From an optimization exercise on the open Yosys and OpenROAD flow, aimed at small area and few clock cycles; shortcuts taken in it are not production practice. In this exercise RTL edits were held to simulation tests only and were not proved equivalent to the original. No activity file was given, so power comes from the tool's default toggle rates.

11-18:
==> module lm96570_cfg_seq, before the edit <==
module lm96570_cfg_seq
#(
  parameter int RW_BIT   = 0,
  parameter int HDR_BITS = 6,
  parameter int TMR_W    = 10,   
  parameter int RINGS    = 4
) (
  input  logic                  CLK,
  input  logic                  RESET,
  input  logic                  TBL_WE,
  input  logic [ADDR_W-1:0]     TBL_ADDR,
  input  logic [DATA_WIDTH-1:0] TBL_DATA,
  input  logic [NBIT_WIDTH-1:0] TBL_NBIT,
  input  logic                  GO,
  input  logic                  VERIFY_EN,
  input  logic [ADDR_W:0]       NUM_ENTRIES,
  output logic                  BUSY,
  output logic                  DONE,
  output logic [1:0]            ERR_CODE,
  output logic [ADDR_W-1:0]     ERR_IDX,
  output logic                  SPI_START,
  output logic [DATA_WIDTH-1:0] SPI_DATA,
  output logic [NBIT_WIDTH-1:0] SPI_NBIT,
  input  logic                  SPI_DONE,
  input  logic [DATA_WIDTH-1:0] SPI_RD_DATA
);
  localparam int M  = DEPTH / RINGS;
  localparam int RW = (RINGS > 1) ? $clog2(RINGS) : 1;
  localparam int MW = (M > 1) ? $clog2(M) : 1;
  logic              run;       
  logic              pw;        
  logic              zero;      
  logic              fly;       
  logic              rdf;       
  logic              ver;       
  logic [ADDR_W-1:0] cur;       
  logic              lastf;     
  logic [ADDR_W-1:0] nm1;       
  logic [ADDR_W-1:0] nx;        
  logic              nvalid;    
  logic              done_q;
  logic [TMR_W-1:0]  timer;
  logic [1:0]        err_q;
  logic [ADDR_W-1:0] erri_q;
  lm96570_pkg::tbl_entry_t hold;      
  lm96570_pkg::tbl_entry_t nxt;       
  lm96570_pkg::tbl_entry_t tap;
  lm96570_pkg::tbl_entry_t wr_entry;
  logic [MW-1:0]           rot;
  logic                  acc, ev, tmo, mism, hit, cap, wkill;
  logic                  adv, start_rd, start_wr, sw, sel, end_now;
  logic                  mism_end, tmo_end;
  logic                  hit_nx, hit_nn;
  logic [ADDR_W-1:0]     nn, pre;
  logic [MW-1:0]         slot_nx, slot_nn;
  logic [DATA_WIDTH-1:0] cmp_mask;
  assign wr_entry.nbit = TBL_NBIT;
  assign wr_entry.data = TBL_DATA;
  assign nn      = (nx == nm1) ? '0 : nx + 1'b1;
  assign pre     = nvalid ? nn : nx;
  assign slot_nx = MW'(nx / RINGS) + rot;
  assign slot_nn = MW'(nn / RINGS) + rot;
  assign hit_nx  = (slot_nx == '0);
  assign hit_nn  = (slot_nn == '0);
  lm96570_cfg_table #(.RINGS(RINGS)) u_table (
    .CLK   (CLK),
    .we    (TBL_WE),
    .waddr (TBL_ADDR),
    .wdata (wr_entry),
    .rsel  (RW'(pre % RINGS)),
    .rdata (tap),
    .rot   (rot)
  );
  assign acc   = GO & ~run;
  assign ev    = fly & SPI_DONE & ~done_q;
  assign tmo   = fly & (&timer);
  assign hit   = nvalid ? hit_nn : hit_nx;
  assign cap   = hit & (sw | ~nvalid);
  assign wkill = TBL_WE & (sw ? (TBL_ADDR == nn) : (TBL_ADDR == nx));
  always_comb begin
    cmp_mask = '0;
    for (int i = HDR_BITS; i < DATA_WIDTH; i++)
      cmp_mask[i] = (i < 32'(hold.nbit));
  end
  assign mism = rdf & (((SPI_RD_DATA ^ hold.data) & cmp_mask) != '0);
  assign adv      = ev & (rdf ? ~mism : ~ver);
  assign start_rd = ev & ~rdf & ver;
  assign sw       = nvalid & (pw | (ev & (rdf | ~ver) & ~lastf));
  assign start_wr = sw & ~mism_end;
  assign mism_end = ev & mism;
  assign tmo_end  = tmo & ~ev;
  assign end_now  = run & (zero | tmo_end | mism_end | (adv & lastf));
  assign sel      = nvalid & (pw | (ev & (rdf | ~ver)));
  assign SPI_START = start_wr | start_rd;
  assign DONE      = end_now;
  assign BUSY      = run & ~end_now;
  assign SPI_DATA[DATA_WIDTH-1:1] = sel ? nxt.data[DATA_WIDTH-1:1] : hold.data[DATA_WIDTH-1:1];
  assign SPI_DATA[RW_BIT]         = sel ? nxt.data[RW_BIT] : (hold.data[RW_BIT] | rdf | ev);
  assign SPI_NBIT                 = sel ? nxt.nbit : hold.nbit;
  assign ERR_CODE = run ? {tmo_end, mism_end} : err_q;
  assign ERR_IDX  = run ? ((tmo_end | mism_end) ? cur : '0) : erri_q;
  always_ff @(posedge CLK) begin
    done_q <= SPI_DONE;
    if (sel) hold <= nxt;
    if (cap) nxt <= tap;
    if (sw | start_rd) timer <= '0;
    else               timer <= timer + 1'b1;
  end
  always_ff @(posedge CLK or posedge RESET) begin
    if (RESET) begin
      run    <= 1'b0;
      pw     <= 1'b0;
      zero   <= 1'b0;
      fly    <= 1'b0;
      rdf    <= 1'b0;
      ver    <= 1'b0;
      cur    <= '0;
      lastf  <= 1'b0;
      nm1    <= '0;
      nx     <= '0;
      nvalid <= 1'b0;
      err_q  <= ERR_OK;
      erri_q <= '0;
    end else begin
      zero   <= acc & (NUM_ENTRIES == '0);
      nvalid <= (nvalid & ~sw | cap) & ~wkill;
      if (acc) begin
        run <= 1'b1;
        ver <= VERIFY_EN;
        nm1 <= NUM_ENTRIES[ADDR_W] ? '1 : NUM_ENTRIES[ADDR_W-1:0] - 1'b1;
        if (NUM_ENTRIES != '0) pw <= 1'b1;
      end
      fly <= ~end_now & (sw | start_rd | (fly & ~ev));
      if (sw) begin
        pw    <= 1'b0;
        rdf   <= 1'b0;
        cur   <= nx;
        lastf <= (nx == nm1);
        nx    <= nn;
      end else begin
        if (adv & ~lastf) pw <= 1'b1;
        if (start_rd)     rdf <= 1'b1;
      end
      if (end_now) begin
        run    <= 1'b0;
        err_q  <= ERR_CODE;
        erri_q <= ERR_IDX;
        if (nx != '0) begin
          nx     <= '0;
          nvalid <= 1'b0;
        end
      end
    end
  end
endmodule
Settings: LEC_CHECK=0, CAP_MARGIN=20, CORE_MARGIN=2, CORE_UTILIZATION=65, PLACE_DENSITY=0.72, SETUP_SLACK_MARGIN=0.15, SLEW_MARGIN=20, SYNTH_HIERARCHICAL=1, SYNTH_MINIMUM_KEEP_SIZE=0; clock period 5.0 ns.
standard.sh (not shown) runs the stock make flow with config.mk's settings and CLKGATE_MAP_FILE= SYNTH_SCRIPT=/design/flow/synth_recipe.tcl, a recipe that flattens the netlist after the stock synthesis.
==> flow/flow/run.sh <==
#!/bin/bash
set -euo pipefail
export PRE_FLOORPLAN_TCL="$PWD/flow/downsize.tcl"
export BUFFER_PORTS_ARGS="-buffer_cell sky130_fd_sc_hd__buf_1"
export CTS_ARGS="-sink_clustering_enable -repair_clock_nets -dont_use_dummy_load -root_buf sky130_fd_sc_hd__clkbuf_16 -sink_clustering_size 16 -sink_clustering_max_diameter 60 -buf_list {sky130_fd_sc_hd__clkbuf_8}"
bash standard.sh > standard.log 2>&1
==> flow/flow/downsize.tcl <==
# Runs before floorplanning (PRE_FLOORPLAN_TCL). Hierarchical synthesis maps
# each table slot-update bit (lm96570_slot_next) on its own and picks the
# double-drive a22oi_2 for it, though each drives a single flip-flop D pin.
# Set every a22oi_2 with a single load back to a22oi_1; timing repair later
# in the flow resizes where needed.
set one [[ord::get_db] findMaster sky130_fd_sc_hd__a22oi_1]
set n 0
foreach inst [[ord::get_db_block] getInsts] {
  if {[[$inst getMaster] getName] ne "sky130_fd_sc_hd__a22oi_2"} continue
  set out [$inst findITerm Y]
  set net [$out getNet]
  if {$net eq "NULL"} continue
  if {[llength [$net getITerms]] == 2} {
    $inst swapMaster $one
    incr n
  }
}
puts "downsize.tcl: a22oi_2 -> a22oi_1 on $n cells"
The flow completed for 11-18, but it is not clean: the layout still shows setup timing.
Testbench counts of 11-18, summed over its fixed seeds: cycles 50,498.
The inputs of 12-02 differ from those of 11-18 as listed below.
--- a/flow/design.v
+++ b/flow/design.v
@@ -144,5 +144,4 @@
   logic [ADDR_W-1:0]     nn, pre;
   logic [MW-1:0]         slot_nx, slot_nn;
-  logic [DATA_WIDTH-1:0] cmp_mask;
   assign wr_entry.nbit = TBL_NBIT;
   assign wr_entry.data = TBL_DATA;
@@ -168,10 +167,20 @@
   assign cap   = hit & (sw | ~nvalid);
   assign wkill = TBL_WE & (sw ? (TBL_ADDR == nn) : (TBL_ADDR == nx));
+  localparam int NG = (DATA_WIDTH + 7) / 8;
+  logic [NG*8-1:0] diff;
+  logic [7:0]      lo_mask;
+  logic [NG-1:0]   g_full, g_part;
   always_comb begin
-    cmp_mask = '0;
+    diff = '0;
     for (int i = HDR_BITS; i < DATA_WIDTH; i++)
-      cmp_mask[i] = (i < 32'(hold.nbit));
-  end
-  assign mism = rdf & (((SPI_RD_DATA ^ hold.data) & cmp_mask) != '0);
+      diff[i] = SPI_RD_DATA[i] ^ hold.data[i];
+    for (int k = 0; k < 8; k++)
+      lo_mask[k] = (3'(k) < hold.nbit[2:0]);
+    for (int g = 0; g < NG; g++) begin
+      g_full[g] = (hold.nbit[7:3] > 5'(g)) & (|diff[g*8 +: 8]);
+      g_part[g] = (hold.nbit[7:3] == 5'(g)) & (|(diff[g*8 +: 8] & lo_mask));
+    end
+  end
+  assign mism = rdf & (|{g_full, g_part});
   assign adv      = ev & (rdf ? ~mism : ~ver);
   assign start_rd = ev & ~rdf & ver;
12-02 ran to completion and came out clean on the timing, DRC and antenna checks.
First-iteration DRC count grows by a little under 10% when moving from 11-18 to 12-02.
Of 12-02 and 11-18, the lower switching portion of total power belongs to 12-02.
Diff 12-02 and 11-18: global-route usage lower in 11-18
The chip width on 11-18 is in line with that on 12-02.
Side by side, number of signal-net inverters in the final layout turned out higher in 12-02 than in 11-18.
Max design area across 12-02 and 11-18: 12-02
12-02 ended up with a lower share of the cycle needed by the critical path after routing than 11-18 did.
Re sequential share of layout area: 12-02 and 11-18 aren't equal, and the higher value belongs to 11-18.
Testbench counts of 12-02, summed over its fixed seeds: cycles 50,498.

-- re-timing with driven ports --
Ports are ideal in the flow. The routed layouts listed here were re-timed in OpenROAD. Step 1 assumes that a clkbuf_16 drives the clock port and a buf_2 every other input. Step 2 adds t to the input delays and takes it off the output delays; t is the mean of the earliest and latest rising clock arrival at the registers after step 1. Input paths then give back, and output paths get back, about the clock's delay inside the block. Three values: ideal, step 1, step 2; two values: the first two.
run	t (ns)	slack for setup (ns)	worst hold slack (ns)	worst setup path after step 2	clock arrival spread, ns
11-18	0.681	-0.044 / -0.116 / 0.182	0.248 / 0.198 / 0.372	input to output	0.081 / 0.081
12-02	0.685	0.266 / 0.195 / 0.390	0.306 / 0.257 / 0.397	input to output	0.066 / 0.065
